Source: an optimization exercise on an open RTL-to-GDS flow (aim: small area). Production flows keep margins and buffers that such runs may drop. At most, simulation tests tie the RTL to the original design; equivalence was not proved. For run 2, only the layout was checked, not whether the RTL still works.

## flow/design.v (module list and top-level ports; edited modules follow where they fit)
// module liv_fa: 10 lines
// module liv_ha: 9 lines
// module liv_xor: 7 lines
// module liv_xnor: 7 lines
// module luma_invert_via_yuv: 1452 lines
module luma_invert_via_yuv (
    input  wire logic       i_clk,
    input  wire logic       i_rst_n,
    input  wire logic       start,
    output logic            busy,
    input  wire logic [7:0] i_red_in,
    input  wire logic [7:0] i_green_in,
    input  wire logic [7:0] i_blue_in,
    input  wire logic [7:0] i_alpha_in,
    input  wire logic       i_last_in,
    output logic            o_valid,
    output logic [7:0]      o_red_out,
    output logic [7:0]      o_green_out,
    output logic [7:0]      o_blue_out,
    output logic [7:0]      o_alpha_out,
    output logic            o_last_out
);
  // ...
==> flow/flow/run.sh <==
#!/bin/bash
# Standard layout, with the smallest buffer cell for the port buffers and a
# clock tree of smaller buffers without dummy loads.
export BUFFER_PORTS_ARGS="-buffer_cell sky130_fd_sc_hd__buf_1"
export CTS_ARGS="-sink_clustering_enable -repair_clock_nets -dont_use_dummy_load -buf_list sky130_fd_sc_hd__clkbuf_8 -sink_clustering_size 12"
bash standard.sh > standard.log 2>&1
==> flow/standard.sh <==
#!/bin/bash
# synth_recipe.tcl (not shown) runs the flow's synth.tcl, then flattens the netlist and writes it again
# the make line also repeats each setting of config.mk as NAME=value (left out here)
make -C /OpenROAD-flow-scripts/flow DESIGN_CONFIG=/design/flow/config.mk WORK_HOME=/design/flow/orfs CLKGATE_MAP_FILE= SYNTH_SCRIPT=/design/flow/synth_recipe.tcl "${@:-finish}"
==> flow/config.mk <==
export PLATFORM = sky130hd
export DESIGN_NAME = luma_invert_via_yuv
export DESIGN_NICKNAME = luma_invert_via_yuv
export VERILOG_FILES = /design/flow/design.v
export SDC_FILE = /design/flow/constraint.sdc
export NUM_CORES = 4
export LEC_CHECK = 0
export ABC_AREA = 0
export CAP_MARGIN = 20
export CORE_MARGIN = 2
export CORE_UTILIZATION = 40
export SLEW_MARGIN = 20
export SYNTH_HIERARCHICAL = 1
export SYNTH_MINIMUM_KEEP_SIZE = 0
==> flow/constraint.sdc <==
create_clock -name core_clock -period 5.5 [get_ports {i_clk}]
set_input_delay 1.1000 -clock core_clock [delete_from_list [all_inputs] [get_ports {i_clk}]]
set_output_delay 1.1000 -clock core_clock [all_outputs]
set_load 0.01 [all_outputs]
==> metrics.cfg, run 1 <==
[run_status]
status = timing/DRC/antenna clean

[finish]
seq_cells = 158
final_common_cell = fa_1
nClkBuffers = 17
syn_to_final_growth_pct = 9.238
finalCoreUtilization_pct = 44.28
top_register = r_alpha

[global_routing]
met3_usage_pct = 3.213
grt_max_degree = 18

[drt]
wl_met1_um = 11000
top_layer_used = met4
initialDrtViolationCount = 319

[timing]
worst_slack_ns = 0.2320
fmax_mhz = 189.8
min_period_ns = 5.268

[cts]
cts_hold_buf = 0
post_cts_buffers = 0

[logic_synthesis]
ys_seq_elements = 158
yosysMostFrequentCell = fa_1
synth_top_area_share_pct = 50.52
synthXorXnorAreaFrac_pct = 3.638
syn_area_um2 = 12760
synth-compound-area-share_pct = 6.590

[die]
nWellTaps = 402
die_w_um = 182.6

[worst_setup_path]
required_ns = 4.40

[place]
port-buffer-count = 69

==> run 2, diff against run 1 <==
--- a/flow/design.v
+++ b/flow/design.v
@@ -528,87 +528,91 @@
     logic w_694;
     logic w_695, w_696;
     logic w_697, w_698;
     logic w_699, w_700;
     logic w_701, w_702;
     logic w_703, w_704;
     logic w_705, w_706;
     logic w_707, w_708;
-    logic w_709, w_710;
-    logic w_711, w_712;
-    logic w_713, w_714;
+    logic w_709;
+    logic w_710;
+    logic w_711;
+    logic w_712;
+    logic w_713;
+    logic w_714;
     logic w_715;
     logic w_716;
     logic w_717;
     logic w_718;
     logic w_719;
     logic w_720;
     logic w_721;
     logic w_722;
     logic w_723;
     logic w_724;
-    logic w_725, w_726;
-    logic w_727;
-    logic w_728, w_729;
+    logic w_725;
+    logic w_726;
+    logic w_727, w_728;
+    logic w_729;
     logic w_730, w_731;
-    logic w_732;
-    logic w_733;
-    logic w_734, w_735;
+    logic w_732, w_733;
+    logic w_734;
+    logic w_735;
     logic w_736, w_737;
     logic w_738, w_739;
     logic w_740, w_741;
-    logic w_742;
-    logic w_743;
+    logic w_742, w_743;
     logic w_744;
-    logic w_745, w_746;
+    logic w_745;
+    logic w_746;
     logic w_747, w_748;
     logic w_749, w_750;
     logic w_751, w_752;
     logic w_753, w_754;
     logic w_755, w_756;
     logic w_757, w_758;
     logic w_759, w_760;
     logic w_761, w_762;
     logic w_763, w_764;
-    logic w_765;
-    logic w_766;
-    logic w_767, w_768;
-    logic w_769;
-    logic w_770;
-    logic w_771, w_772;
-    logic w_773;
-    logic w_774;
-    logic w_775, w_776;
-    logic w_777;
-    logic w_778;
-    logic w_779, w_780;
-    logic w_781;
-    logic w_782;
-    logic w_783, w_784;
-    logic w_785;
-    logic w_786;
+    logic w_765, w_766;
+    logic w_767;
+    logic w_768;
+    logic w_769, w_770;
+    logic w_771;
+    logic w_772;
+    logic w_773, w_774;
+    logic w_775;
+    logic w_776;
+    logic w_777, w_778;
+    logic w_779;
+    logic w_780;
+    logic w_781, w_782;
+    logic w_783;
+    logic w_784;
+    logic w_785, w_786;
     logic w_787;
     logic w_788;
     logic w_789;
     logic w_790;
     logic w_791;
     logic w_792;
     logic w_793;
     logic w_794;
     logic w_795;
     logic w_796;
-    logic w_797, w_798;
+    logic w_797;
+    logic w_798;
     logic w_799, w_800;
     logic w_801, w_802;
     logic w_803, w_804;
-    logic w_805;
-    logic w_806;
+    logic w_805, w_806;
     logic w_807;
-    logic w_808, w_809;
+    logic w_808;
+    logic w_809;
     logic w_810, w_811;
     logic w_812, w_813;
     logic w_814, w_815;
     logic w_816, w_817;
     logic w_818, w_819;
     logic w_820, w_821;
     logic w_822, w_823;
     logic w_824, w_825;
@@ -621,35 +625,35 @@
     logic w_838, w_839;
     logic w_840, w_841;
     logic w_842, w_843;
     logic w_844, w_845;
     logic w_846, w_847;
     logic w_848, w_849;
     logic w_850, w_851;
     logic w_852, w_853;
-    logic w_854;
-    logic w_855, w_856;
+    logic w_854, w_855;
+    logic w_856;
     logic w_857, w_858;
     logic w_859, w_860;
     logic w_861, w_862;
     logic w_863, w_864;
     logic w_865, w_866;
     logic w_867, w_868;
     logic w_869, w_870;
     logic w_871, w_872;
     logic w_873, w_874;
     logic w_875, w_876;
     logic w_877, w_878;
     logic w_879, w_880;
     logic w_881, w_882;
     logic w_883, w_884;
     logic w_885, w_886;
-    logic w_887;
-    logic w_888, w_889;
+    logic w_887, w_888;
+    logic w_889;
     logic w_890, w_891;
     logic w_892, w_893;
     logic w_894, w_895;
     logic w_896, w_897;
     logic w_898, w_899;
     logic w_900, w_901;
     logic w_902, w_903;
     logic w_904, w_905;
@@ -657,103 +661,104 @@
     logic w_908, w_909;
     logic w_910, w_911;
     logic w_912, w_913;
     logic w_914, w_915;
     logic w_916, w_917;
     logic w_918, w_919;
     logic w_920, w_921;
     logic w_922, w_923;
-    logic w_924;
-    logic w_925;
+    logic w_924, w_925;
     logic w_926;
     logic w_927;
     logic w_928;
     logic w_929;
     logic w_930;
     logic w_931;
     logic w_932;
     logic w_933;
     logic w_934;
     logic w_935;
     logic w_936;
     logic w_937;
     logic w_938;
-    logic w_939, w_940;
-    logic w_941;
-    logic w_942;
-    logic w_943, w_944;
-    logic w_945;
-    logic w_946;
-    logic w_947, w_948;
-    logic w_949;
-    logic w_950;
-    logic w_951, w_952;
-    logic w_953;
-    logic w_954;
-    logic w_955, w_956;
-    logic w_957;
-    logic w_958;
-    logic w_959, w_960;
-    logic w_961;
-    logic w_962;
-    logic w_963, w_964;
+    logic w_939;
+    logic w_940;
+    logic w_941, w_942;
+    logic w_943;
+    logic w_944;
+    logic w_945, w_946;
+    logic w_947;
+    logic w_948;
+    logic w_949, w_950;
+    logic w_951;
+    logic w_952;
+    logic w_953, w_954;
+    logic w_955;
+    logic w_956;
+    logic w_957, w_958;
+    logic w_959;
+    logic w_960;
+    logic w_961, w_962;
+    logic w_963;
+    logic w_964;
     logic w_965, w_966;
-    logic w_967;
-    logic w_968;
-    logic w_969, w_970;
-    logic w_971;
-    logic w_972;
+    logic w_967, w_968;
+    logic w_969;
+    logic w_970;
+    logic w_971, w_972;
     logic w_973;
     logic w_974;
     logic w_975;
     logic w_976;
     logic w_977;
     logic w_978;
-    logic w_979, w_980;
-    logic w_981;
-    logic w_982;
-    logic w_983, w_984;
+    logic w_979;
+    logic w_980;
+    logic w_981, w_982;
+    logic w_983;
+    logic w_984;
     logic w_985, w_986;
-    logic w_987;
-    logic w_988;
+    logic w_987, w_988;
     logic w_989;
-    logic w_990, w_991;
+    logic w_990;
+    logic w_991;
     logic w_992, w_993;
     logic w_994, w_995;
     logic w_996, w_997;
     logic w_998, w_999;
     logic w_1000, w_1001;
     logic w_1002, w_1003;
     logic w_1004, w_1005;
     logic w_1006, w_1007;
     logic w_1008, w_1009;
     logic w_1010, w_1011;
-    logic w_1012;
-    logic w_1013;
-    logic w_1014, w_1015;
-    logic w_1016;
-    logic w_1017;
-    logic w_1018, w_1019;
-    logic w_1020;
-    logic w_1021;
-    logic w_1022, w_1023;
-    logic w_1024;
-    logic w_1025;
-    logic w_1026, w_1027;
-    logic w_1028;
-    logic w_1029;
-    logic w_1030, w_1031;
-    logic w_1032;
-    logic w_1033;
-    logic w_1034, w_1035;
-    logic w_1036;
-    logic w_1037;
+    logic w_1012, w_1013;
+    logic w_1014;
+    logic w_1015;
+    logic w_1016, w_1017;
+    logic w_1018;
+    logic w_1019;
+    logic w_1020, w_1021;
+    logic w_1022;
+    logic w_1023;
+    logic w_1024, w_1025;
+    logic w_1026;
+    logic w_1027;
+    logic w_1028, w_1029;
+    logic w_1030;
+    logic w_1031;
+    logic w_1032, w_1033;
+    logic w_1034;
+    logic w_1035;
+    logic w_1036, w_1037;
     logic w_1038;
     logic w_1039;
+    logic w_1040;
+    logic w_1041;
     logic [7:0] i_green_in_q1;
     logic [8:0] D1_q1;
     logic [8:0] D2_q1;
     logic [7:0] i_green_in_q2;
     logic [8:0] D1_q2;
     logic [8:0] D2_q2;
     logic [0:0] U_x0_16_q2;
     logic [0:0] U_x0_17_q2;
@@ -1209,259 +1214,264 @@
     assign f_vsat = ~w_686 ^ w_685;
     assign f_dv[7] = ~w_686;
     assign f_dv[6:0] = f_vsat ? {7{~~w_686}} : {w_681, w_677, w_673, w_669, w_665, w_661, w_657};
     assign w_687 = ~f_dv_q3[0];
     assign w_688 = ~f_dv_q3[1];
     assign w_689 = ~f_dv_q3[2];
     assign w_690 = ~f_dv_q3[3];
     assign w_691 = ~f_dv_q3[4];
-    assign w_692 = ~f_dv_q3[7];
-    assign w_693 = ~f_dv_q3[5];
-    assign w_694 = ~f_dv_q3[6];
-    liv_fa u_w_695 (.i_a(f_dv_q3[7]), .i_b(f_dv_q3[3]), .i_c(f_dv_q3[0]), .o_s(w_695), .o_c(w_696));
-    liv_ha u_w_697 (.i_a(f_dv_q3[3]), .i_b(w_688), .o_s(w_697), .o_c(w_698));
-    liv_ha u_w_699 (.i_a(f_dv_q3[4]), .i_b(w_689), .o_s(w_699), .o_c(w_700));
-    liv_ha u_w_701 (.i_a(f_dv_q3[5]), .i_b(w_690), .o_s(w_701), .o_c(w_702));
-    liv_fa u_w_703 (.i_a(f_dv_q3[6]), .i_b(f_dv_q3[0]), .i_c(w_691), .o_s(w_703), .o_c(w_704));
-    liv_fa u_w_705 (.i_a(w_692), .i_b(w_693), .i_c(w_688), .o_s(w_705), .o_c(w_706));
-    liv_fa u_w_707 (.i_a(f_dv_q3[1]), .i_b(w_694), .i_c(w_689), .o_s(w_707), .o_c(w_708));
-    liv_ha u_w_709 (.i_a(f_dv_q3[2]), .i_b(w_695), .o_s(w_709), .o_c(w_710));
-    liv_fa u_w_711 (.i_a(f_dv_q3[1]), .i_b(w_691), .i_c(w_696), .o_s(w_711), .o_c(w_712));
-    liv_fa u_w_713 (.i_a(f_dv_q3[2]), .i_b(f_dv_q3[4]), .i_c(w_693), .o_s(w_713), .o_c(w_714));
-    assign w_715 = w_687 & w_689;
-    assign w_716 = (f_dv_q3[2] & w_697) | (f_dv_q3[2] & w_715) | (w_697 & w_715);
-    assign w_717 = (w_698 & w_699) | (w_698 & w_716) | (w_699 & w_716);
-    assign w_718 = (w_700 & w_701) | (w_700 & w_717) | (w_701 & w_717);
-    assign w_719 = (w_702 & w_703) | (w_702 & w_718) | (w_703 & w_718);
-    assign w_720 = (w_704 & w_705) | (w_704 & w_719) | (w_705 & w_719);
-    assign w_721 = (w_706 & w_707) | (w_706 & w_720) | (w_707 & w_720);
-    assign w_722 = (w_708 & w_709) | (w_708 & w_721) | (w_709 & w_721);
-    assign w_723 = (w_710 & w_711) | (w_710 & w_722) | (w_711 & w_722);
-    assign w_724 = (w_712 & w_713) | (w_712 & w_723) | (w_713 & w_723);
-    liv_fa u_w_725 (.i_a(f_dv_q3[5]), .i_b(w_714), .i_c(w_724), .o_s(w_725), .o_c(w_726));
-    assign oR_x0_12 = w_725;
-    assign oR_x0_13 = w_726;
-    assign w_727 = ~f_dv_q4[7];
-    liv_fa u_w_728 (.i_a(f_yi_q4[0]), .i_b(f_dv_q4[6]), .i_c(f_dv_q4[3]), .o_s(w_728), .o_c(w_729));
-    liv_fa u_w_730 (.i_a(f_yi_q4[1]), .i_b(f_dv_q4[4]), .i_c(f_dv_q4[1]), .o_s(w_730), .o_c(w_731));
-    assign w_732 = ~f_yi_q4[2];
-    assign w_733 = ~f_yi_q4[3];
-    liv_fa u_w_734 (.i_a(oR_x0_13_q4[0]), .i_b(w_727), .i_c(w_729), .o_s(w_734), .o_c(w_735));
-    liv_fa u_w_736 (.i_a(f_dv_q4[5]), .i_b(f_dv_q4[2]), .i_c(w_732), .o_s(w_736), .o_c(w_737));
-    liv_fa u_w_738 (.i_a(f_dv_q4[6]), .i_b(f_dv_q4[3]), .i_c(f_yi_q4[2]), .o_s(w_738), .o_c(w_739));
-    liv_fa u_w_740 (.i_a(f_yi_q4[4]), .i_b(f_dv_q4[4]), .i_c(f_yi_q4[3]), .o_s(w_740), .o_c(w_741));
-    assign w_742 = ~f_dv_q4[0];
-    assign w_743 = ~f_yi_q4[5];
-    assign w_744 = ~f_yi_q4[6];
-    liv_fa u_w_745 (.i_a(oR_x0_12_q4[0]), .i_b(w_742), .i_c(w_728), .o_s(w_745), .o_c(w_746));
-    liv_fa u_w_747 (.i_a(f_dv_q4[0]), .i_b(w_730), .i_c(w_734), .o_s(w_747), .o_c(w_748));
-    liv_fa u_w_749 (.i_a(w_731), .i_b(w_736), .i_c(w_735), .o_s(w_749), .o_c(w_750));
-    liv_fa u_w_751 (.i_a(w_733), .i_b(w_737), .i_c(w_738), .o_s(w_751), .o_c(w_752));
-    liv_fa u_w_753 (.i_a(w_727), .i_b(w_739), .i_c(w_740), .o_s(w_753), .o_c(w_754));
-    liv_fa u_w_755 (.i_a(f_dv_q4[5]), .i_b(w_743), .i_c(w_741), .o_s(w_755), .o_c(w_756));
-    liv_fa u_w_757 (.i_a(f_dv_q4[6]), .i_b(f_yi_q4[5]), .i_c(w_744), .o_s(w_757), .o_c(w_758));
-    liv_fa u_w_759 (.i_a(f_yi_q4[7]), .i_b(f_yi_q4[6]), .i_c(w_727), .o_s(w_759), .o_c(w_760));
-    liv_ha u_w_761 (.i_a(w_746), .i_b(w_747), .o_s(w_761), .o_c(w_762));
+    assign w_692 = ~f_dv_q3[5];
+    assign w_693 = ~f_dv_q3[6];
+    assign w_694 = ~f_dv_q3[7];
+    liv_ha u_w_695 (.i_a(w_689), .i_b(w_688), .o_s(w_695), .o_c(w_696));
+    liv_ha u_w_697 (.i_a(w_690), .i_b(w_689), .o_s(w_697), .o_c(w_698));
+    liv_ha u_w_699 (.i_a(w_691), .i_b(w_690), .o_s(w_699), .o_c(w_700));
+    liv_ha u_w_701 (.i_a(w_692), .i_b(w_691), .o_s(w_701), .o_c(w_702));
+    liv_fa u_w_703 (.i_a(f_dv_q3[0]), .i_b(w_693), .i_c(w_692), .o_s(w_703), .o_c(w_704));
+    liv_fa u_w_705 (.i_a(f_dv_q3[1]), .i_b(w_693), .i_c(w_694), .o_s(w_705), .o_c(w_706));
+    liv_fa u_w_707 (.i_a(f_dv_q3[7]), .i_b(f_dv_q3[2]), .i_c(f_dv_q3[7]), .o_s(w_707), .o_c(w_708));
+    liv_xnor u_w_709 (.i_a(f_dv_q3[3]), .i_b(f_dv_q3[0]), .o_y(w_709));
+    assign w_710 = f_dv_q3[3] | f_dv_q3[0];
+    liv_xnor u_w_711 (.i_a(f_dv_q3[4]), .i_b(f_dv_q3[1]), .o_y(w_711));
+    assign w_712 = f_dv_q3[4] | f_dv_q3[1];
+    liv_xnor u_w_713 (.i_a(f_dv_q3[5]), .i_b(f_dv_q3[2]), .o_y(w_713));
+    assign w_714 = f_dv_q3[5] | f_dv_q3[2];
+    assign w_715 = ~w_688;
+    assign w_716 = (w_687 & w_715) | (w_687 & w_687) | (w_715 & w_687);
+    assign w_717 = (w_688 & w_695) | (w_688 & w_716) | (w_695 & w_716);
+    assign w_718 = (w_696 & w_697) | (w_696 & w_717) | (w_697 & w_717);
+    assign w_719 = (w_698 & w_699) | (w_698 & w_718) | (w_699 & w_718);
+    assign w_720 = (w_700 & w_701) | (w_700 & w_719) | (w_701 & w_719);
+    assign w_721 = (w_702 & w_703) | (w_702 & w_720) | (w_703 & w_720);
+    assign w_722 = (w_704 & w_705) | (w_704 & w_721) | (w_705 & w_721);
+    assign w_723 = (w_706 & w_707) | (w_706 & w_722) | (w_707 & w_722);
+    assign w_724 = (w_708 & w_709) | (w_708 & w_723) | (w_709 & w_723);
+    assign w_725 = (w_710 & w_711) | (w_710 & w_724) | (w_711 & w_724);
+    assign w_726 = (w_712 & w_713) | (w_712 & w_725) | (w_713 & w_725);
+    liv_ha u_w_727 (.i_a(w_714), .i_b(w_726), .o_s(w_727), .o_c(w_728));
+    assign oR_x0_12 = w_727;
+    assign oR_x0_13 = w_728;
+    assign w_729 = ~f_dv_q4[7];
+    liv_fa u_w_730 (.i_a(f_yi_q4[0]), .i_b(f_dv_q4[6]), .i_c(f_dv_q4[3]), .o_s(w_730), .o_c(w_731));
+    liv_fa u_w_732 (.i_a(f_yi_q4[1]), .i_b(f_dv_q4[4]), .i_c(f_dv_q4[1]), .o_s(w_732), .o_c(w_733));
+    assign w_734 = ~f_yi_q4[2];
+    assign w_735 = ~f_yi_q4[3];
+    liv_fa u_w_736 (.i_a(oR_x0_13_q4[0]), .i_b(w_729), .i_c(w_731), .o_s(w_736), .o_c(w_737));
+    liv_fa u_w_738 (.i_a(f_dv_q4[5]), .i_b(f_dv_q4[2]), .i_c(w_734), .o_s(w_738), .o_c(w_739));
+    liv_fa u_w_740 (.i_a(f_dv_q4[6]), .i_b(f_dv_q4[3]), .i_c(f_yi_q4[2]), .o_s(w_740), .o_c(w_741));
+    liv_fa u_w_742 (.i_a(f_yi_q4[4]), .i_b(f_dv_q4[4]), .i_c(f_yi_q4[3]), .o_s(w_742), .o_c(w_743));
+    assign w_744 = ~f_dv_q4[0];
+    assign w_745 = ~f_yi_q4[5];
+    assign w_746 = ~f_yi_q4[6];
+    liv_fa u_w_747 (.i_a(oR_x0_12_q4[0]), .i_b(w_744), .i_c(w_730), .o_s(w_747), .o_c(w_748));
+    liv_fa u_w_749 (.i_a(f_dv_q4[0]), .i_b(w_732), .i_c(w_736), .o_s(w_749), .o_c(w_750));
+    liv_fa u_w_751 (.i_a(w_733), .i_b(w_738), .i_c(w_737), .o_s(w_751), .o_c(w_752));
+    liv_fa u_w_753 (.i_a(w_735), .i_b(w_739), .i_c(w_740), .o_s(w_753), .o_c(w_754));
+    liv_fa u_w_755 (.i_a(w_729), .i_b(w_741), .i_c(w_742), .o_s(w_755), .o_c(w_756));
+    liv_fa u_w_757 (.i_a(f_dv_q4[5]), .i_b(w_745), .i_c(w_743), .o_s(w_757), .o_c(w_758));
+    liv_fa u_w_759 (.i_a(f_dv_q4[6]), .i_b(f_yi_q4[5]), .i_c(w_746), .o_s(w_759), .o_c(w_760));
+    liv_fa u_w_761 (.i_a(f_yi_q4[7]), .i_b(f_yi_q4[6]), .i_c(w_729), .o_s(w_761), .o_c(w_762));
     liv_ha u_w_763 (.i_a(w_748), .i_b(w_749), .o_s(w_763), .o_c(w_764));
-    liv_xor u_w_765 (.i_a(w_763), .i_b(w_762), .o_y(w_765));
-    assign w_766 = w_764 | (w_763 & w_762);
-    liv_ha u_w_767 (.i_a(w_750), .i_b(w_751), .o_s(w_767), .o_c(w_768));
-    liv_xor u_w_769 (.i_a(w_767), .i_b(w_766), .o_y(w_769));
-    assign w_770 = w_768 | (w_767 & w_766);
-    liv_ha u_w_771 (.i_a(w_752), .i_b(w_753), .o_s(w_771), .o_c(w_772));
-    liv_xor u_w_773 (.i_a(w_771), .i_b(w_770), .o_y(w_773));
-    assign w_774 = w_772 | (w_771 & w_770);
-    liv_ha u_w_775 (.i_a(w_754), .i_b(w_755), .o_s(w_775), .o_c(w_776));
-    liv_xor u_w_777 (.i_a(w_775), .i_b(w_774), .o_y(w_777));
-    assign w_778 = w_776 | (w_775 & w_774);
-    liv_ha u_w_779 (.i_a(w_756), .i_b(w_757), .o_s(w_779), .o_c(w_780));
-    liv_xor u_w_781 (.i_a(w_779), .i_b(w_778), .o_y(w_781));
-    assign w_782 = w_780 | (w_779 & w_778);
-    liv_ha u_w_783 (.i_a(w_758), .i_b(w_759), .o_s(w_783), .o_c(w_784));
-    liv_xor u_w_785 (.i_a(w_783), .i_b(w_782), .o_y(w_785));
-    assign w_786 = w_784 | (w_783 & w_782);
-    assign w_787 = ~w_760;
-    liv_xor u_w_788 (.i_a(w_787), .i_b(w_786), .o_y(w_788));
-    assign w_789 = w_760 | (w_787 & w_786);
-    assign n_R = ~w_789 ? 8'd0 : (w_788 ? 8'd255 : {w_785, w_781, w_777, w_773, w_769, w_765, w_761, w_745});
+    liv_ha u_w_765 (.i_a(w_750), .i_b(w_751), .o_s(w_765), .o_c(w_766));
+    liv_xor u_w_767 (.i_a(w_765), .i_b(w_764), .o_y(w_767));
+    assign w_768 = w_766 | (w_765 & w_764);
+    liv_ha u_w_769 (.i_a(w_752), .i_b(w_753), .o_s(w_769), .o_c(w_770));
+    liv_xor u_w_771 (.i_a(w_769), .i_b(w_768), .o_y(w_771));
+    assign w_772 = w_770 | (w_769 & w_768);
+    liv_ha u_w_773 (.i_a(w_754), .i_b(w_755), .o_s(w_773), .o_c(w_774));
+    liv_xor u_w_775 (.i_a(w_773), .i_b(w_772), .o_y(w_775));
+    assign w_776 = w_774 | (w_773 & w_772);
+    liv_ha u_w_777 (.i_a(w_756), .i_b(w_757), .o_s(w_777), .o_c(w_778));
+    liv_xor u_w_779 (.i_a(w_777), .i_b(w_776), .o_y(w_779));
+    assign w_780 = w_778 | (w_777 & w_776);
+    liv_ha u_w_781 (.i_a(w_758), .i_b(w_759), .o_s(w_781), .o_c(w_782));
+    liv_xor u_w_783 (.i_a(w_781), .i_b(w_780), .o_y(w_783));
+    assign w_784 = w_782 | (w_781 & w_780);
+    liv_ha u_w_785 (.i_a(w_760), .i_b(w_761), .o_s(w_785), .o_c(w_786));
+    liv_xor u_w_787 (.i_a(w_785), .i_b(w_784), .o_y(w_787));
+    assign w_788 = w_786 | (w_785 & w_784);
+    assign w_789 = ~w_762;
+    liv_xor u_w_790 (.i_a(w_789), .i_b(w_788), .o_y(w_790));
+    assign w_791 = w_762 | (w_789 & w_788);
+    assign n_R = ~w_791 ? 8'd0 : (w_790 ? 8'd255 : {w_787, w_783, w_779, w_775, w_771, w_767, w_763, w_747});
     assign o_red_out = {n_R[7], n_R[6], n_R[5], n_R[4], n_R[3], n_R[2], n_R[1], n_R[0]};
-    assign w_790 = ~f_du_q3[0];
-    assign w_791 = ~f_du_q3[1];
-    assign w_792 = ~f_du_q3[2];
-    assign w_793 = ~f_du_q3[3];
-    assign w_794 = ~f_du_q3[4];
-    assign w_795 = ~f_du_q3[5];
-    assign w_796 = ~f_du_q3[6];
-    liv_fa u_w_797 (.i_a(f_dv_q3[7]), .i_b(w_796), .i_c(w_794), .o_s(w_797), .o_c(w_798));
-    liv_fa u_w_799 (.i_a(f_du_q3[7]), .i_b(w_795), .i_c(w_792), .o_s(w_799), .o_c(w_800));
-    liv_fa u_w_801 (.i_a(f_yi_q3[0]), .i_b(w_796), .i_c(w_793), .o_s(w_801), .o_c(w_802));
-    liv_fa u_w_803 (.i_a(f_yi_q3[1]), .i_b(f_du_q3[7]), .i_c(f_dv_q3[7]), .o_s(w_803), .o_c(w_804));
-    assign w_805 = ~f_du_q3[7];
-    assign w_806 = ~w_795;
-    assign w_807 = ~f_yi_q3[2];
-    liv_fa u_w_808 (.i_a(f_dv_q3[7]), .i_b(w_795), .i_c(w_790), .o_s(w_808), .o_c(w_809));
-    liv_fa u_w_810 (.i_a(w_796), .i_b(w_791), .i_c(w_691), .o_s(w_810), .o_c(w_811));
-    liv_fa u_w_812 (.i_a(w_792), .i_b(w_790), .i_c(w_693), .o_s(w_812), .o_c(w_813));
-    liv_fa u_w_814 (.i_a(w_690), .i_b(w_687), .i_c(w_805), .o_s(w_814), .o_c(w_815));
-    liv_fa u_w_816 (.i_a(f_du_q3[7]), .i_b(w_793), .i_c(w_791), .o_s(w_816), .o_c(w_817));
-    liv_fa u_w_818 (.i_a(w_694), .i_b(w_691), .i_c(w_688), .o_s(w_818), .o_c(w_819));
-    liv_fa u_w_820 (.i_a(f_dv_q3[7]), .i_b(w_794), .i_c(w_792), .o_s(w_820), .o_c(w_821));
-    liv_fa u_w_822 (.i_a(w_693), .i_b(w_689), .i_c(w_687), .o_s(w_822), .o_c(w_823));
-    liv_fa u_w_824 (.i_a(w_793), .i_b(w_790), .i_c(w_694), .o_s(w_824), .o_c(w_825));
-    liv_fa u_w_826 (.i_a(w_690), .i_b(w_688), .i_c(w_806), .o_s(w_826), .o_c(w_827));
-    liv_fa u_w_828 (.i_a(w_791), .i_b(w_790), .i_c(w_691), .o_s(w_828), .o_c(w_829));
-    liv_fa u_w_830 (.i_a(w_689), .i_b(w_795), .i_c(w_797), .o_s(w_830), .o_c(w_831));
-    liv_fa u_w_832 (.i_a(w_791), .i_b(w_693), .i_c(w_690), .o_s(w_832), .o_c(w_833));
-    liv_fa u_w_834 (.i_a(w_687), .i_b(w_798), .i_c(w_799), .o_s(w_834), .o_c(w_835));
-    liv_fa u_w_836 (.i_a(w_792), .i_b(w_694), .i_c(w_691), .o_s(w_836), .o_c(w_837));
-    liv_fa u_w_838 (.i_a(w_688), .i_b(w_800), .i_c(w_801), .o_s(w_838), .o_c(w_839));
-    liv_fa u_w_840 (.i_a(w_794), .i_b(w_793), .i_c(w_693), .o_s(w_840), .o_c(w_841));
-    liv_fa u_w_842 (.i_a(w_689), .i_b(w_802), .i_c(w_803), .o_s(w_842), .o_c(w_843));
-    liv_fa u_w_844 (.i_a(w_795), .i_b(w_794), .i_c(w_694), .o_s(w_844), .o_c(w_845));
-    liv_fa u_w_846 (.i_a(w_690), .i_b(w_807), .i_c(w_804), .o_s(w_846), .o_c(w_847));
-    liv_fa u_w_848 (.i_a(f_yi_q3[3]), .i_b(f_dv_q3[7]), .i_c(f_yi_q3[2]), .o_s(w_848), .o_c(w_849));
-    liv_fa u_w_850 (.i_a(w_796), .i_b(w_795), .i_c(w_691), .o_s(w_850), .o_c(w_851));
-    liv_fa u_w_852 (.i_a(f_yi_q3[4]), .i_b(f_du_q3[7]), .i_c(w_796), .o_s(w_852), .o_c(w_853));
-    assign w_854 = ~w_794;
-    liv_fa u_w_855 (.i_a(w_793), .i_b(w_693), .i_c(w_688), .o_s(w_855), .o_c(w_856));
-    liv_fa u_w_857 (.i_a(w_694), .i_b(w_689), .i_c(w_687), .o_s(w_857), .o_c(w_858));
-    liv_fa u_w_859 (.i_a(w_690), .i_b(w_688), .i_c(w_794), .o_s(w_859), .o_c(w_860));
-    liv_fa u_w_861 (.i_a(w_689), .i_b(w_809), .i_c(w_810), .o_s(w_861), .o_c(w_862));
-    liv_fa u_w_863 (.i_a(w_811), .i_b(w_812), .i_c(w_814), .o_s(w_863), .o_c(w_864));
-    liv_fa u_w_865 (.i_a(w_813), .i_b(w_815), .i_c(w_816), .o_s(w_865), .o_c(w_866));
-    liv_fa u_w_867 (.i_a(w_817), .i_b(w_819), .i_c(w_820), .o_s(w_867), .o_c(w_868));
-    liv_fa u_w_869 (.i_a(w_821), .i_b(w_823), .i_c(w_824), .o_s(w_869), .o_c(w_870));
-    liv_fa u_w_871 (.i_a(w_825), .i_b(w_827), .i_c(w_828), .o_s(w_871), .o_c(w_872));
-    liv_fa u_w_873 (.i_a(w_829), .i_b(w_832), .i_c(w_831), .o_s(w_873), .o_c(w_874));
-    liv_fa u_w_875 (.i_a(w_833), .i_b(w_836), .i_c(w_835), .o_s(w_875), .o_c(w_876));
-    liv_fa u_w_877 (.i_a(w_837), .i_b(w_840), .i_c(w_839), .o_s(w_877), .o_c(w_878));
-    liv_fa u_w_879 (.i_a(w_841), .i_b(w_844), .i_c(w_843), .o_s(w_879), .o_c(w_880));
-    liv_fa u_w_881 (.i_a(w_845), .i_b(w_848), .i_c(w_850), .o_s(w_881), .o_c(w_882));
-    liv_fa u_w_883 (.i_a(w_693), .i_b(w_849), .i_c(w_851), .o_s(w_883), .o_c(w_884));
-    liv_fa u_w_885 (.i_a(f_yi_q3[5]), .i_b(f_du_q3[7]), .i_c(w_694), .o_s(w_885), .o_c(w_886));
-    assign w_887 = ~w_792;
-    liv_ha u_w_888 (.i_a(w_791), .i_b(w_690), .o_s(w_888), .o_c(w_889));
-    liv_fa u_w_890 (.i_a(w_691), .i_b(w_687), .i_c(w_887), .o_s(w_890), .o_c(w_891));
-    liv_ha u_w_892 (.i_a(w_792), .i_b(w_855), .o_s(w_892), .o_c(w_893));
-    liv_fa u_w_894 (.i_a(w_854), .i_b(w_856), .i_c(w_857), .o_s(w_894), .o_c(w_895));
-    liv_fa u_w_896 (.i_a(w_858), .i_b(w_808), .i_c(w_859), .o_s(w_896), .o_c(w_897));
-    liv_ha u_w_898 (.i_a(w_860), .i_b(w_861), .o_s(w_898), .o_c(w_899));
+    assign w_792 = ~f_du_q3[0];
+    assign w_793 = ~f_du_q3[1];
+    assign w_794 = ~f_du_q3[2];
+    assign w_795 = ~f_du_q3[3];
+    assign w_796 = ~f_du_q3[4];
+    assign w_797 = ~f_du_q3[5];
+    assign w_798 = ~f_du_q3[6];
+    liv_fa u_w_799 (.i_a(f_dv_q3[7]), .i_b(w_798), .i_c(w_796), .o_s(w_799), .o_c(w_800));
+    liv_fa u_w_801 (.i_a(f_du_q3[7]), .i_b(w_797), .i_c(w_794), .o_s(w_801), .o_c(w_802));
+    liv_fa u_w_803 (.i_a(f_yi_q3[0]), .i_b(w_798), .i_c(w_795), .o_s(w_803), .o_c(w_804));
+    liv_fa u_w_805 (.i_a(f_yi_q3[1]), .i_b(f_du_q3[7]), .i_c(f_dv_q3[7]), .o_s(w_805), .o_c(w_806));
+    assign w_807 = ~f_du_q3[7];
+    assign w_808 = ~w_797;
+    assign w_809 = ~f_yi_q3[2];
+    liv_fa u_w_810 (.i_a(f_dv_q3[7]), .i_b(w_797), .i_c(w_792), .o_s(w_810), .o_c(w_811));
+    liv_fa u_w_812 (.i_a(w_798), .i_b(w_793), .i_c(w_691), .o_s(w_812), .o_c(w_813));
+    liv_fa u_w_814 (.i_a(w_794), .i_b(w_792), .i_c(w_692), .o_s(w_814), .o_c(w_815));
+    liv_fa u_w_816 (.i_a(w_690), .i_b(w_687), .i_c(w_807), .o_s(w_816), .o_c(w_817));
+    liv_fa u_w_818 (.i_a(f_du_q3[7]), .i_b(w_795), .i_c(w_793), .o_s(w_818), .o_c(w_819));
+    liv_fa u_w_820 (.i_a(w_693), .i_b(w_691), .i_c(w_688), .o_s(w_820), .o_c(w_821));
+    liv_fa u_w_822 (.i_a(f_dv_q3[7]), .i_b(w_796), .i_c(w_794), .o_s(w_822), .o_c(w_823));
+    liv_fa u_w_824 (.i_a(w_692), .i_b(w_689), .i_c(w_687), .o_s(w_824), .o_c(w_825));
+    liv_fa u_w_826 (.i_a(w_795), .i_b(w_792), .i_c(w_693), .o_s(w_826), .o_c(w_827));
+    liv_fa u_w_828 (.i_a(w_690), .i_b(w_688), .i_c(w_808), .o_s(w_828), .o_c(w_829));
+    liv_fa u_w_830 (.i_a(w_793), .i_b(w_792), .i_c(w_691), .o_s(w_830), .o_c(w_831));
+    liv_fa u_w_832 (.i_a(w_689), .i_b(w_797), .i_c(w_799), .o_s(w_832), .o_c(w_833));
+    liv_fa u_w_834 (.i_a(w_793), .i_b(w_692), .i_c(w_690), .o_s(w_834), .o_c(w_835));
+    liv_fa u_w_836 (.i_a(w_687), .i_b(w_800), .i_c(w_801), .o_s(w_836), .o_c(w_837));
+    liv_fa u_w_838 (.i_a(w_794), .i_b(w_693), .i_c(w_691), .o_s(w_838), .o_c(w_839));
+    liv_fa u_w_840 (.i_a(w_688), .i_b(w_802), .i_c(w_803), .o_s(w_840), .o_c(w_841));
+    liv_fa u_w_842 (.i_a(w_796), .i_b(w_795), .i_c(w_692), .o_s(w_842), .o_c(w_843));
+    liv_fa u_w_844 (.i_a(w_689), .i_b(w_804), .i_c(w_805), .o_s(w_844), .o_c(w_845));
+    liv_fa u_w_846 (.i_a(w_797), .i_b(w_796), .i_c(w_693), .o_s(w_846), .o_c(w_847));
+    liv_fa u_w_848 (.i_a(w_690), .i_b(w_809), .i_c(w_806), .o_s(w_848), .o_c(w_849));
+    liv_fa u_w_850 (.i_a(f_yi_q3[3]), .i_b(f_dv_q3[7]), .i_c(f_yi_q3[2]), .o_s(w_850), .o_c(w_851));
+    liv_fa u_w_852 (.i_a(w_798), .i_b(w_797), .i_c(w_691), .o_s(w_852), .o_c(w_853));
+    liv_fa u_w_854 (.i_a(f_yi_q3[4]), .i_b(f_du_q3[7]), .i_c(w_798), .o_s(w_854), .o_c(w_855));
+    assign w_856 = ~w_796;
+    liv_fa u_w_857 (.i_a(w_795), .i_b(w_692), .i_c(w_688), .o_s(w_857), .o_c(w_858));
+    liv_fa u_w_859 (.i_a(w_693), .i_b(w_689), .i_c(w_687), .o_s(w_859), .o_c(w_860));
+    liv_fa u_w_861 (.i_a(w_690), .i_b(w_688), .i_c(w_796), .o_s(w_861), .o_c(w_862));
+    liv_fa u_w_863 (.i_a(w_689), .i_b(w_811), .i_c(w_812), .o_s(w_863), .o_c(w_864));
+    liv_fa u_w_865 (.i_a(w_813), .i_b(w_814), .i_c(w_816), .o_s(w_865), .o_c(w_866));
+    liv_fa u_w_867 (.i_a(w_815), .i_b(w_817), .i_c(w_818), .o_s(w_867), .o_c(w_868));
+    liv_fa u_w_869 (.i_a(w_819), .i_b(w_821), .i_c(w_822), .o_s(w_869), .o_c(w_870));
+    liv_fa u_w_871 (.i_a(w_823), .i_b(w_825), .i_c(w_826), .o_s(w_871), .o_c(w_872));
+    liv_fa u_w_873 (.i_a(w_827), .i_b(w_829), .i_c(w_830), .o_s(w_873), .o_c(w_874));
+    liv_fa u_w_875 (.i_a(w_831), .i_b(w_834), .i_c(w_833), .o_s(w_875), .o_c(w_876));
+    liv_fa u_w_877 (.i_a(w_835), .i_b(w_838), .i_c(w_837), .o_s(w_877), .o_c(w_878));
+    liv_fa u_w_879 (.i_a(w_839), .i_b(w_842), .i_c(w_841), .o_s(w_879), .o_c(w_880));
+    liv_fa u_w_881 (.i_a(w_843), .i_b(w_846), .i_c(w_845), .o_s(w_881), .o_c(w_882));
+    liv_fa u_w_883 (.i_a(w_847), .i_b(w_850), .i_c(w_852), .o_s(w_883), .o_c(w_884));
+    liv_fa u_w_885 (.i_a(w_692), .i_b(w_851), .i_c(w_853), .o_s(w_885), .o_c(w_886));
+    liv_fa u_w_887 (.i_a(f_yi_q3[5]), .i_b(f_du_q3[7]), .i_c(w_693), .o_s(w_887), .o_c(w_888));
+    assign w_889 = ~w_794;
+    liv_ha u_w_890 (.i_a(w_793), .i_b(w_690), .o_s(w_890), .o_c(w_891));
+    liv_fa u_w_892 (.i_a(w_691), .i_b(w_687), .i_c(w_889), .o_s(w_892), .o_c(w_893));
+    liv_ha u_w_894 (.i_a(w_794), .i_b(w_857), .o_s(w_894), .o_c(w_895));
+    liv_fa u_w_896 (.i_a(w_856), .i_b(w_858), .i_c(w_859), .o_s(w_896), .o_c(w_897));
+    liv_fa u_w_898 (.i_a(w_860), .i_b(w_810), .i_c(w_861), .o_s(w_898), .o_c(w_899));
     liv_ha u_w_900 (.i_a(w_862), .i_b(w_863), .o_s(w_900), .o_c(w_901));
-    liv_fa u_w_902 (.i_a(w_818), .i_b(w_864), .i_c(w_865), .o_s(w_902), .o_c(w_903));
-    liv_fa u_w_904 (.i_a(w_822), .i_b(w_866), .i_c(w_867), .o_s(w_904), .o_c(w_905));
-    liv_fa u_w_906 (.i_a(w_826), .i_b(w_868), .i_c(w_869), .o_s(w_906), .o_c(w_907));
-    liv_fa u_w_908 (.i_a(w_870), .i_b(w_830), .i_c(w_871), .o_s(w_908), .o_c(w_909));
-    liv_fa u_w_910 (.i_a(w_872), .i_b(w_834), .i_c(w_873), .o_s(w_910), .o_c(w_911));
-    liv_fa u_w_912 (.i_a(w_838), .i_b(w_874), .i_c(w_875), .o_s(w_912), .o_c(w_913));
-    liv_fa u_w_914 (.i_a(w_842), .i_b(w_876), .i_c(w_877), .o_s(w_914), .o_c(w_915));
-    liv_fa u_w_916 (.i_a(w_846), .i_b(w_878), .i_c(w_879), .o_s(w_916), .o_c(w_917));
-    liv_fa u_w_918 (.i_a(w_847), .i_b(w_881), .i_c(w_880), .o_s(w_918), .o_c(w_919));
-    liv_fa u_w_920 (.i_a(w_852), .i_b(w_882), .i_c(w_883), .o_s(w_920), .o_c(w_921));
-    liv_fa u_w_922 (.i_a(w_853), .i_b(w_885), .i_c(w_884), .o_s(w_922), .o_c(w_923));
-    assign w_924 = ~w_790;
-    assign w_925 = w_688 & w_687;
-    assign w_926 = (w_689 & w_924) | (w_689 & w_925) | (w_924 & w_925);
-    assign w_927 = (w_790 & w_888) | (w_790 & w_926) | (w_888 & w_926);
-    assign w_928 = (w_889 & w_890) | (w_889 & w_927) | (w_890 & w_927);
-    assign w_929 = (w_891 & w_892) | (w_891 & w_928) | (w_892 & w_928);
-    assign w_930 = (w_893 & w_894) | (w_893 & w_929) | (w_894 & w_929);
-    assign w_931 = (w_895 & w_896) | (w_895 & w_930) | (w_896 & w_930);
-    assign w_932 = (w_897 & w_898) | (w_897 & w_931) | (w_898 & w_931);
-    assign w_933 = (w_899 & w_900) | (w_899 & w_932) | (w_900 & w_932);
-    assign w_934 = (w_901 & w_902) | (w_901 & w_933) | (w_902 & w_933);
-    assign w_935 = (w_903 & w_904) | (w_903 & w_934) | (w_904 & w_934);
-    assign w_936 = (w_905 & w_906) | (w_905 & w_935) | (w_906 & w_935);
-    assign w_937 = (w_907 & w_908) | (w_907 & w_936) | (w_908 & w_936);
-    assign w_938 = (w_909 & w_910) | (w_909 & w_937) | (w_910 & w_937);
-    liv_ha u_w_939 (.i_a(w_911), .i_b(w_912), .o_s(w_939), .o_c(w_940));
-    liv_xor u_w_941 (.i_a(w_939), .i_b(w_938), .o_y(w_941));
-    assign w_942 = w_940 | (w_939 & w_938);
-    liv_ha u_w_943 (.i_a(w_913), .i_b(w_914), .o_s(w_943), .o_c(w_944));
-    liv_xor u_w_945 (.i_a(w_943), .i_b(w_942), .o_y(w_945));
-    assign w_946 = w_944 | (w_943 & w_942);
-    liv_ha u_w_947 (.i_a(w_915), .i_b(w_916), .o_s(w_947), .o_c(w_948));
-    liv_xor u_w_949 (.i_a(w_947), .i_b(w_946), .o_y(w_949));
-    assign w_950 = w_948 | (w_947 & w_946);
-    liv_ha u_w_951 (.i_a(w_917), .i_b(w_918), .o_s(w_951), .o_c(w_952));
-    liv_xor u_w_953 (.i_a(w_951), .i_b(w_950), .o_y(w_953));
-    assign w_954 = w_952 | (w_951 & w_950);
-    liv_ha u_w_955 (.i_a(w_919), .i_b(w_920), .o_s(w_955), .o_c(w_956));
-    liv_xor u_w_957 (.i_a(w_955), .i_b(w_954), .o_y(w_957));
-    assign w_958 = w_956 | (w_955 & w_954);
-    liv_ha u_w_959 (.i_a(w_921), .i_b(w_922), .o_s(w_959), .o_c(w_960));
-    liv_xor u_w_961 (.i_a(w_959), .i_b(w_958), .o_y(w_961));
-    assign w_962 = w_960 | (w_959 & w_958);
-    liv_fa u_w_963 (.i_a(w_886), .i_b(w_923), .i_c(w_962), .o_s(w_963), .o_c(w_964));
-    assign oG_r15 = w_941;
-    assign oG_r16 = w_945;
-    assign oG_r17 = w_949;
-    assign oG_r18 = w_953;
-    assign oG_r19 = w_957;
-    assign oG_r20 = w_961;
-    assign oG_x0_21 = w_963;
-    assign oG_x0_22 = w_964;
-    liv_fa u_w_965 (.i_a(f_yi_q4[6]), .i_b(f_dv_q4[7]), .i_c(oG_x0_21_q4[0]), .o_s(w_965), .o_c(w_966));
-    liv_xnor u_w_967 (.i_a(f_yi_q4[7]), .i_b(oG_x0_22_q4[0]), .o_y(w_967));
-    assign w_968 = f_yi_q4[7] | oG_x0_22_q4[0];
-    liv_ha u_w_969 (.i_a(w_966), .i_b(w_967), .o_s(w_969), .o_c(w_970));
-    assign w_971 = ~w_968;
-    liv_xor u_w_972 (.i_a(w_971), .i_b(w_970), .o_y(w_972));
-    assign w_973 = w_968 | (w_971 & w_970);
-    assign n_G = ~w_973 ? 8'd0 : (w_972 ? 8'd255 : {w_969, w_965, oG_r20_q4[0], oG_r19_q4[0], oG_r18_q4[0], oG_r17_q4[0], oG_r16_q4[0], oG_r15_q4[0]});
+    liv_ha u_w_902 (.i_a(w_864), .i_b(w_865), .o_s(w_902), .o_c(w_903));
+    liv_fa u_w_904 (.i_a(w_820), .i_b(w_866), .i_c(w_867), .o_s(w_904), .o_c(w_905));
+    liv_fa u_w_906 (.i_a(w_824), .i_b(w_868), .i_c(w_869), .o_s(w_906), .o_c(w_907));
+    liv_fa u_w_908 (.i_a(w_828), .i_b(w_870), .i_c(w_871), .o_s(w_908), .o_c(w_909));
+    liv_fa u_w_910 (.i_a(w_872), .i_b(w_832), .i_c(w_873), .o_s(w_910), .o_c(w_911));
+    liv_fa u_w_912 (.i_a(w_874), .i_b(w_836), .i_c(w_875), .o_s(w_912), .o_c(w_913));
+    liv_fa u_w_914 (.i_a(w_840), .i_b(w_876), .i_c(w_877), .o_s(w_914), .o_c(w_915));
+    liv_fa u_w_916 (.i_a(w_844), .i_b(w_878), .i_c(w_879), .o_s(w_916), .o_c(w_917));
+    liv_fa u_w_918 (.i_a(w_848), .i_b(w_880), .i_c(w_881), .o_s(w_918), .o_c(w_919));
+    liv_fa u_w_920 (.i_a(w_849), .i_b(w_883), .i_c(w_882), .o_s(w_920), .o_c(w_921));
+    liv_fa u_w_922 (.i_a(w_854), .i_b(w_884), .i_c(w_885), .o_s(w_922), .o_c(w_923));
+    liv_fa u_w_924 (.i_a(w_855), .i_b(w_887), .i_c(w_886), .o_s(w_924), .o_c(w_925));
+    assign w_926 = ~w_792;
+    assign w_927 = w_688 & w_687;
+    assign w_928 = (w_689 & w_926) | (w_689 & w_927) | (w_926 & w_927);
+    assign w_929 = (w_792 & w_890) | (w_792 & w_928) | (w_890 & w_928);
+    assign w_930 = (w_891 & w_892) | (w_891 & w_929) | (w_892 & w_929);
+    assign w_931 = (w_893 & w_894) | (w_893 & w_930) | (w_894 & w_930);
+    assign w_932 = (w_895 & w_896) | (w_895 & w_931) | (w_896 & w_931);
+    assign w_933 = (w_897 & w_898) | (w_897 & w_932) | (w_898 & w_932);
+    assign w_934 = (w_899 & w_900) | (w_899 & w_933) | (w_900 & w_933);
+    assign w_935 = (w_901 & w_902) | (w_901 & w_934) | (w_902 & w_934);
+    assign w_936 = (w_903 & w_904) | (w_903 & w_935) | (w_904 & w_935);
+    assign w_937 = (w_905 & w_906) | (w_905 & w_936) | (w_906 & w_936);
+    assign w_938 = (w_907 & w_908) | (w_907 & w_937) | (w_908 & w_937);
+    assign w_939 = (w_909 & w_910) | (w_909 & w_938) | (w_910 & w_938);
+    assign w_940 = (w_911 & w_912) | (w_911 & w_939) | (w_912 & w_939);
+    liv_ha u_w_941 (.i_a(w_913), .i_b(w_914), .o_s(w_941), .o_c(w_942));
+    liv_xor u_w_943 (.i_a(w_941), .i_b(w_940), .o_y(w_943));
+    assign w_944 = w_942 | (w_941 & w_940);
+    liv_ha u_w_945 (.i_a(w_915), .i_b(w_916), .o_s(w_945), .o_c(w_946));
+    liv_xor u_w_947 (.i_a(w_945), .i_b(w_944), .o_y(w_947));
+    assign w_948 = w_946 | (w_945 & w_944);
+    liv_ha u_w_949 (.i_a(w_917), .i_b(w_918), .o_s(w_949), .o_c(w_950));
+    liv_xor u_w_951 (.i_a(w_949), .i_b(w_948), .o_y(w_951));
+    assign w_952 = w_950 | (w_949 & w_948);
+    liv_ha u_w_953 (.i_a(w_919), .i_b(w_920), .o_s(w_953), .o_c(w_954));
+    liv_xor u_w_955 (.i_a(w_953), .i_b(w_952), .o_y(w_955));
+    assign w_956 = w_954 | (w_953 & w_952);
+    liv_ha u_w_957 (.i_a(w_921), .i_b(w_922), .o_s(w_957), .o_c(w_958));
+    liv_xor u_w_959 (.i_a(w_957), .i_b(w_956), .o_y(w_959));
+    assign w_960 = w_958 | (w_957 & w_956);
+    liv_ha u_w_961 (.i_a(w_923), .i_b(w_924), .o_s(w_961), .o_c(w_962));
+    liv_xor u_w_963 (.i_a(w_961), .i_b(w_960), .o_y(w_963));
+    assign w_964 = w_962 | (w_961 & w_960);
+    liv_fa u_w_965 (.i_a(w_888), .i_b(w_925), .i_c(w_964), .o_s(w_965), .o_c(w_966));
+    assign oG_r15 = w_943;
+    assign oG_r16 = w_947;
+    assign oG_r17 = w_951;
+    assign oG_r18 = w_955;
+    assign oG_r19 = w_959;
+    assign oG_r20 = w_963;
+    assign oG_x0_21 = w_965;
+    assign oG_x0_22 = w_966;
+    liv_fa u_w_967 (.i_a(f_yi_q4[6]), .i_b(f_dv_q4[7]), .i_c(oG_x0_21_q4[0]), .o_s(w_967), .o_c(w_968));
+    liv_xnor u_w_969 (.i_a(f_yi_q4[7]), .i_b(oG_x0_22_q4[0]), .o_y(w_969));
+    assign w_970 = f_yi_q4[7] | oG_x0_22_q4[0];
+    liv_ha u_w_971 (.i_a(w_968), .i_b(w_969), .o_s(w_971), .o_c(w_972));
+    assign w_973 = ~w_970;
+    liv_xor u_w_974 (.i_a(w_973), .i_b(w_972), .o_y(w_974));
+    assign w_975 = w_970 | (w_973 & w_972);
+    assign n_G = ~w_975 ? 8'd0 : (w_974 ? 8'd255 : {w_971, w_967, oG_r20_q4[0], oG_r19_q4[0], oG_r18_q4[0], oG_r17_q4[0], oG_r16_q4[0], oG_r15_q4[0]});
     assign o_green_out = {n_G[7], n_G[6], n_G[5], n_G[4], n_G[3], n_G[2], n_G[1], n_G[0]};
-    assign w_974 = f_du_q3[5] & f_du_q3[0];
-    assign w_975 = (f_du_q3[6] & f_du_q3[1]) | (f_du_q3[6] & w_974) | (f_du_q3[1] & w_974);
-    assign w_976 = (w_805 & w_792) | (w_805 & w_975) | (w_792 & w_975);
-    assign w_977 = (f_du_q3[2] & w_793) | (f_du_q3[2] & w_976) | (w_793 & w_976);
-    assign w_978 = (f_du_q3[3] & w_794) | (f_du_q3[3] & w_977) | (w_794 & w_977);
-    liv_ha u_w_979 (.i_a(f_du_q3[4]), .i_b(w_978), .o_s(w_979), .o_c(w_980));
-    assign oB_x0_10 = w_979;
-    assign oB_x0_11 = w_980;
-    assign w_981 = ~f_du_q4[7];
-    assign w_982 = ~f_yi_q4[1];
-    liv_fa u_w_983 (.i_a(f_du_q4[6]), .i_b(f_du_q4[0]), .i_c(oB_x0_11_q4[0]), .o_s(w_983), .o_c(w_984));
-    liv_fa u_w_985 (.i_a(f_yi_q4[2]), .i_b(f_du_q4[1]), .i_c(f_yi_q4[1]), .o_s(w_985), .o_c(w_986));
-    assign w_987 = ~f_yi_q4[0];
-    assign w_988 = ~f_yi_q4[4];
-    assign w_989 = ~f_yi_q4[7];
-    liv_fa u_w_990 (.i_a(f_du_q4[5]), .i_b(oB_x0_10_q4[0]), .i_c(w_987), .o_s(w_990), .o_c(w_991));
-    liv_fa u_w_992 (.i_a(f_yi_q4[0]), .i_b(w_982), .i_c(w_983), .o_s(w_992), .o_c(w_993));
-    liv_fa u_w_994 (.i_a(w_981), .i_b(w_984), .i_c(w_985), .o_s(w_994), .o_c(w_995));
-    liv_fa u_w_996 (.i_a(f_du_q4[2]), .i_b(w_733), .i_c(w_986), .o_s(w_996), .o_c(w_997));
-    liv_fa u_w_998 (.i_a(f_du_q4[3]), .i_b(f_yi_q4[3]), .i_c(w_988), .o_s(w_998), .o_c(w_999));
-    liv_fa u_w_1000 (.i_a(f_du_q4[4]), .i_b(f_yi_q4[4]), .i_c(w_743), .o_s(w_1000), .o_c(w_1001));
-    liv_fa u_w_1002 (.i_a(f_du_q4[5]), .i_b(f_yi_q4[5]), .i_c(w_744), .o_s(w_1002), .o_c(w_1003));
-    liv_fa u_w_1004 (.i_a(f_du_q4[6]), .i_b(f_yi_q4[6]), .i_c(w_989), .o_s(w_1004), .o_c(w_1005));
-    liv_ha u_w_1006 (.i_a(f_yi_q4[7]), .i_b(w_981), .o_s(w_1006), .o_c(w_1007));
-    liv_ha u_w_1008 (.i_a(w_991), .i_b(w_992), .o_s(w_1008), .o_c(w_1009));
+    assign w_976 = f_du_q3[5] & f_du_q3[0];
+    assign w_977 = (f_du_q3[6] & f_du_q3[1]) | (f_du_q3[6] & w_976) | (f_du_q3[1] & w_976);
+    assign w_978 = (w_807 & w_794) | (w_807 & w_977) | (w_794 & w_977);
+    assign w_979 = (f_du_q3[2] & w_795) | (f_du_q3[2] & w_978) | (w_795 & w_978);
+    assign w_980 = (f_du_q3[3] & w_796) | (f_du_q3[3] & w_979) | (w_796 & w_979);
+    liv_ha u_w_981 (.i_a(f_du_q3[4]), .i_b(w_980), .o_s(w_981), .o_c(w_982));
+    assign oB_x0_10 = w_981;
+    assign oB_x0_11 = w_982;
+    assign w_983 = ~f_du_q4[7];
+    assign w_984 = ~f_yi_q4[1];
+    liv_fa u_w_985 (.i_a(f_du_q4[6]), .i_b(f_du_q4[0]), .i_c(oB_x0_11_q4[0]), .o_s(w_985), .o_c(w_986));
+    liv_fa u_w_987 (.i_a(f_yi_q4[2]), .i_b(f_du_q4[1]), .i_c(f_yi_q4[1]), .o_s(w_987), .o_c(w_988));
+    assign w_989 = ~f_yi_q4[0];
+    assign w_990 = ~f_yi_q4[4];
+    assign w_991 = ~f_yi_q4[7];
+    liv_fa u_w_992 (.i_a(f_du_q4[5]), .i_b(oB_x0_10_q4[0]), .i_c(w_989), .o_s(w_992), .o_c(w_993));
+    liv_fa u_w_994 (.i_a(f_yi_q4[0]), .i_b(w_984), .i_c(w_985), .o_s(w_994), .o_c(w_995));
+    liv_fa u_w_996 (.i_a(w_983), .i_b(w_986), .i_c(w_987), .o_s(w_996), .o_c(w_997));
+    liv_fa u_w_998 (.i_a(f_du_q4[2]), .i_b(w_735), .i_c(w_988), .o_s(w_998), .o_c(w_999));
+    liv_fa u_w_1000 (.i_a(f_du_q4[3]), .i_b(f_yi_q4[3]), .i_c(w_990), .o_s(w_1000), .o_c(w_1001));
+    liv_fa u_w_1002 (.i_a(f_du_q4[4]), .i_b(f_yi_q4[4]), .i_c(w_745), .o_s(w_1002), .o_c(w_1003));
+    liv_fa u_w_1004 (.i_a(f_du_q4[5]), .i_b(f_yi_q4[5]), .i_c(w_746), .o_s(w_1004), .o_c(w_1005));
+    liv_fa u_w_1006 (.i_a(f_du_q4[6]), .i_b(f_yi_q4[6]), .i_c(w_991), .o_s(w_1006), .o_c(w_1007));
+    liv_ha u_w_1008 (.i_a(f_yi_q4[7]), .i_b(w_983), .o_s(w_1008), .o_c(w_1009));
     liv_ha u_w_1010 (.i_a(w_993), .i_b(w_994), .o_s(w_1010), .o_c(w_1011));
-    liv_xor u_w_1012 (.i_a(w_1010), .i_b(w_1009), .o_y(w_1012));
-    assign w_1013 = w_1011 | (w_1010 & w_1009);
-    liv_ha u_w_1014 (.i_a(w_995), .i_b(w_996), .o_s(w_1014), .o_c(w_1015));
-    liv_xor u_w_1016 (.i_a(w_1014), .i_b(w_1013), .o_y(w_1016));
-    assign w_1017 = w_1015 | (w_1014 & w_1013);
-    liv_ha u_w_1018 (.i_a(w_997), .i_b(w_998), .o_s(w_1018), .o_c(w_1019));
-    liv_xor u_w_1020 (.i_a(w_1018), .i_b(w_1017), .o_y(w_1020));
-    assign w_1021 = w_1019 | (w_1018 & w_1017);
-    liv_ha u_w_1022 (.i_a(w_999), .i_b(w_1000), .o_s(w_1022), .o_c(w_1023));
-    liv_xor u_w_1024 (.i_a(w_1022), .i_b(w_1021), .o_y(w_1024));
-    assign w_1025 = w_1023 | (w_1022 & w_1021);
-    liv_ha u_w_1026 (.i_a(w_1001), .i_b(w_1002), .o_s(w_1026), .o_c(w_1027));
-    liv_xor u_w_1028 (.i_a(w_1026), .i_b(w_1025), .o_y(w_1028));
-    assign w_1029 = w_1027 | (w_1026 & w_1025);
-    liv_ha u_w_1030 (.i_a(w_1003), .i_b(w_1004), .o_s(w_1030), .o_c(w_1031));
-    liv_xor u_w_1032 (.i_a(w_1030), .i_b(w_1029), .o_y(w_1032));
-    assign w_1033 = w_1031 | (w_1030 & w_1029);
-    liv_ha u_w_1034 (.i_a(w_1005), .i_b(w_1006), .o_s(w_1034), .o_c(w_1035));
-    liv_xor u_w_1036 (.i_a(w_1034), .i_b(w_1033), .o_y(w_1036));
-    assign w_1037 = w_1035 | (w_1034 & w_1033);
-    assign w_1038 = ~w_1007;
-    liv_xor u_w_1039 (.i_a(w_1038), .i_b(w_1037), .o_y(w_1039));
-    assign n_B = w_1039 ? 8'd0 : (w_1036 ? 8'd255 : {w_1032, w_1028, w_1024, w_1020, w_1016, w_1012, w_1008, w_990});
+    liv_ha u_w_1012 (.i_a(w_995), .i_b(w_996), .o_s(w_1012), .o_c(w_1013));
+    liv_xor u_w_1014 (.i_a(w_1012), .i_b(w_1011), .o_y(w_1014));
+    assign w_1015 = w_1013 | (w_1012 & w_1011);
+    liv_ha u_w_1016 (.i_a(w_997), .i_b(w_998), .o_s(w_1016), .o_c(w_1017));
+    liv_xor u_w_1018 (.i_a(w_1016), .i_b(w_1015), .o_y(w_1018));
+    assign w_1019 = w_1017 | (w_1016 & w_1015);
+    liv_ha u_w_1020 (.i_a(w_999), .i_b(w_1000), .o_s(w_1020), .o_c(w_1021));
+    liv_xor u_w_1022 (.i_a(w_1020), .i_b(w_1019), .o_y(w_1022));
+    assign w_1023 = w_1021 | (w_1020 & w_1019);
+    liv_ha u_w_1024 (.i_a(w_1001), .i_b(w_1002), .o_s(w_1024), .o_c(w_1025));
+    liv_xor u_w_1026 (.i_a(w_1024), .i_b(w_1023), .o_y(w_1026));
+    assign w_1027 = w_1025 | (w_1024 & w_1023);
+    liv_ha u_w_1028 (.i_a(w_1003), .i_b(w_1004), .o_s(w_1028), .o_c(w_1029));
+    liv_xor u_w_1030 (.i_a(w_1028), .i_b(w_1027), .o_y(w_1030));
+    assign w_1031 = w_1029 | (w_1028 & w_1027);
+    liv_ha u_w_1032 (.i_a(w_1005), .i_b(w_1006), .o_s(w_1032), .o_c(w_1033));
+    liv_xor u_w_1034 (.i_a(w_1032), .i_b(w_1031), .o_y(w_1034));
+    assign w_1035 = w_1033 | (w_1032 & w_1031);
+    liv_ha u_w_1036 (.i_a(w_1007), .i_b(w_1008), .o_s(w_1036), .o_c(w_1037));
+    liv_xor u_w_1038 (.i_a(w_1036), .i_b(w_1035), .o_y(w_1038));
+    assign w_1039 = w_1037 | (w_1036 & w_1035);
+    assign w_1040 = ~w_1009;
+    liv_xor u_w_1041 (.i_a(w_1040), .i_b(w_1039), .o_y(w_1041));
+    assign n_B = w_1041 ? 8'd0 : (w_1038 ? 8'd255 : {w_1034, w_1030, w_1026, w_1022, w_1018, w_1014, w_1010, w_992});
     assign o_blue_out = {n_B[7], n_B[6], n_B[5], n_B[4], n_B[3], n_B[2], n_B[1], n_B[0]};
     always_ff @(posedge i_clk) begin
         i_green_in_q1 <= {i_green_in[7], i_green_in[6], i_green_in[5], i_green_in[4], i_green_in[3], i_green_in[2], i_green_in[1], i_green_in[0]};
         D1_q1 <= {~w_23, w_22, w_20, w_18, w_16, w_14, w_12, w_10, w_8};
         D2_q1 <= {~w_47, w_46, w_44, w_42, w_40, w_38, w_36, w_34, w_32};
         i_green_in_q2 <= {i_green_in_q1[7], i_green_in_q1[6], i_green_in_q1[5], i_green_in_q1[4], i_green_in_q1[3], i_green_in_q1[2], i_green_in_q1[1], i_green_in_q1[0]};
         D1_q2 <= {D1_q1[8], D1_q1[7], D1_q1[6], D1_q1[5], D1_q1[4], D1_q1[3], D1_q1[2], D1_q1[1], D1_q1[0]};
         D2_q2 <= {D2_q1[8], D2_q1[7], D2_q1[6], D2_q1[5], D2_q1[4], D2_q1[3], D2_q1[2], D2_q1[1], D2_q1[0]};
==> metrics.cfg, run 2 <==
[worst_setup_path]
r2r_slack_ns = 0.50  ; was 0.57 ns
critPathCaptureType = output port  ; unchanged
required_ns = 4.40  ; about the same
cp.arrival_ns = 4.20  ; was 4.17 ns
worst-path-max-fanout = 8  ; unchanged

[place]
port-buffer-count = 69  ; unchanged
dp_worst_setup_slack_ns = 0.4105  ; was 0.3784 ns
hpwl_um = 21920  ; was 21760 um

[timing]
worst_slack_ns = 0.2038  ; was 0.2320 ns
final_hold_viol_count = 0  ; unchanged
whs_ns = 0.3148  ; was 0.3171 ns
min_period_ns = 5.296  ; was 5.268 ns
fmax_mhz = 188.8  ; was 189.8 MHz

[finish]
design_area_um2 = 13870  ; was 13940 um^2
top_register = r_alpha  ; unchanged
final_common_cell = fa_1  ; unchanged
fillers = 2841  ; was 2893
seq_area_um2 = 3166  ; was 3164 um^2
multi_input_area_um2 = 9183  ; was 9194 um^2
syn_to_final_growth_pct = 8.922  ; was 9.238%

[global_routing]
gr-total-overflow = 0  ; unchanged
grt_pass1_wl_um = 43940  ; was 43210 um
grt_max_degree = 19  ; was 18

[die]
dieArea_um2 = 33280  ; was 33340 um^2
io_pins = 71  ; unchanged
die_w_um = 182.4  ; was 182.6 um

[min_path]
whs_path_depth = 0  ; unchanged

[logic_synthesis]
synth_top_area_share_pct = 50.00  ; was 50.52%
yosysMostFrequentCell = fa_1  ; unchanged
syn_area_um2 = 12730  ; was 12760 um^2
ys_warn_count = 9  ; unchanged
ys_seq_elements = 158  ; unchanged
avgSynthCellArea_um2 = 13.46  ; was 13.52 um^2
yosys.area.top_type = fa_1  ; unchanged
synth_cells = 946  ; was 944

[drt]
dr.pass1.iters = 5  ; unchanged
top_layer_used = met4  ; unchanged
initialDrtViolationCount = 438  ; was 319
wl_met1_um = 11410  ; was 11000 um
vias = 7290  ; was 7215

[cts]
cts-root-buf = clkbuf_8  ; unchanged
cts_hold_buf = 0  ; unchanged

[run_status]
status = timing/DRC/antenna clean  ; unchanged

run 2: worst max path at each step:
stage                     startpoint  cells after the start  slack, ns      endpoint
after global placement    f_yi_q4[0]                     14       0.47  o_red_out[2]
after detailed placement  f_yi_q4[0]                     14       0.41  o_red_out[1]
after CTS                 f_yi_q4[0]                     14       0.02  o_red_out[5]
final                     f_yi_q4[0]                     14       0.20  o_red_out[5]
after floorplan             D2_q2[7]                     15       0.74    f_dv_q3[2]
after global routing      f_yi_q4[0]                     14      -0.01  o_red_out[6]
run 2: Yosys stat by module, one instance, submodules excluded:
| module | copies in the design | cell area (um^2) |
|---|---|---|
| liv_ha | 66 | 12.51 |
| liv_fa | 318 | 20.02 |
| luma_invert_via_yuv | 1 | 5095 |
| liv_xnor | 13 | 8.758 |
| liv_xor | 38 | 8.758 |
run 2: final cells by class:
cell class	instances	share of cell area (%)
multi-input combinational	676	66.21
sequential	158	22.82
tap	402	3.627
inverter	105	2.842
timing repair buffer	86	2.815
clock buffer	17	1.687
run 2: per-stage QoR:
stage | setup TNS (ns) | util, % | instances
floorplan | 0 | - | 946
finish | 0 | 44.07 | 1444
global route | -0.01129 | 44.07 | 1444
detailed placement | 0 | 43.19 | 1427
global placement | 0 | 43.19 | 1427
CTS | 0 | 43.96 | 1444
run 2: logic make-up after synthesis:
logic type | count (synthesis) | share of synthesized area (%)
XOR/XNOR | 56 | 3.852
other | 1 | 0.02945
adder cells (fa/ha/maj) | 403 | 58.03
AO/OA/AOI/OAI | 108 | 6.299
flip-flops | 158 | 24.84
AND/OR/NAND/NOR | 108 | 3.616
buffers and inverters | 112 | 3.331
run 2: what timing repair did:
item,CTS,global route
endpoints found under the setup margin,8,16
resized for setup,1,9
setup buffers,0,0
pin swaps,0,2
run 2: layer usage:
layer | vias up | global-route usage, %
li1 | 3218 | -
met1 | 3806 | 23.02
met2 | 223 | 28.47
met3 | 43 | 3.832
met4 | 0 | 5.806
met5 | - | 0
run 2: critical path, cell delays in order, from the launching register on:
cell     delay, ns
dfxtp_2       0.35
fa_1          0.44
fa_1          0.46
fa_1          0.38
ha_1          0.33
a21o_1        0.21
a21o_1        0.20
a21o_1        0.20
a21o_1        0.20
a21o_1        0.20
a21o_1        0.22
xor2_4        0.24
nor2_1        0.07
nor2_1        0.09
buf_1         0.16

-- static timing again, ports no longer ideal --
The results above use ideal ports. As a check the final layouts listed here were re-extracted and re-timed, cells and wires unchanged.
Step 1, drivers: a clkbuf_16 drives i_clk and a buf_2 each remaining input, both assumed.
Step 2 also shifts input and output timing later by t, the mid clock arrival at the registers, as if the neighbouring blocks saw the same clock.
Slacks: no drivers / after step 1 / after step 2; pairs: no drivers / after step 1.
run | shift t [ns] | slack for setup (ns) | worst hold slack (ns) | worst setup path at the end | clock arrival spread, ns
run 1 | 0.464 | 0.232 / 0.196 / 0.573 | 0.317 / 0.317 / 0.317 | register to register | 0.045 / 0.045
run 2 | 0.492 | 0.204 / 0.163 / 0.505 | 0.315 / 0.315 / 0.315 | register to register | 0.040 / 0.040
After both steps setup and hold are still met in every run listed.
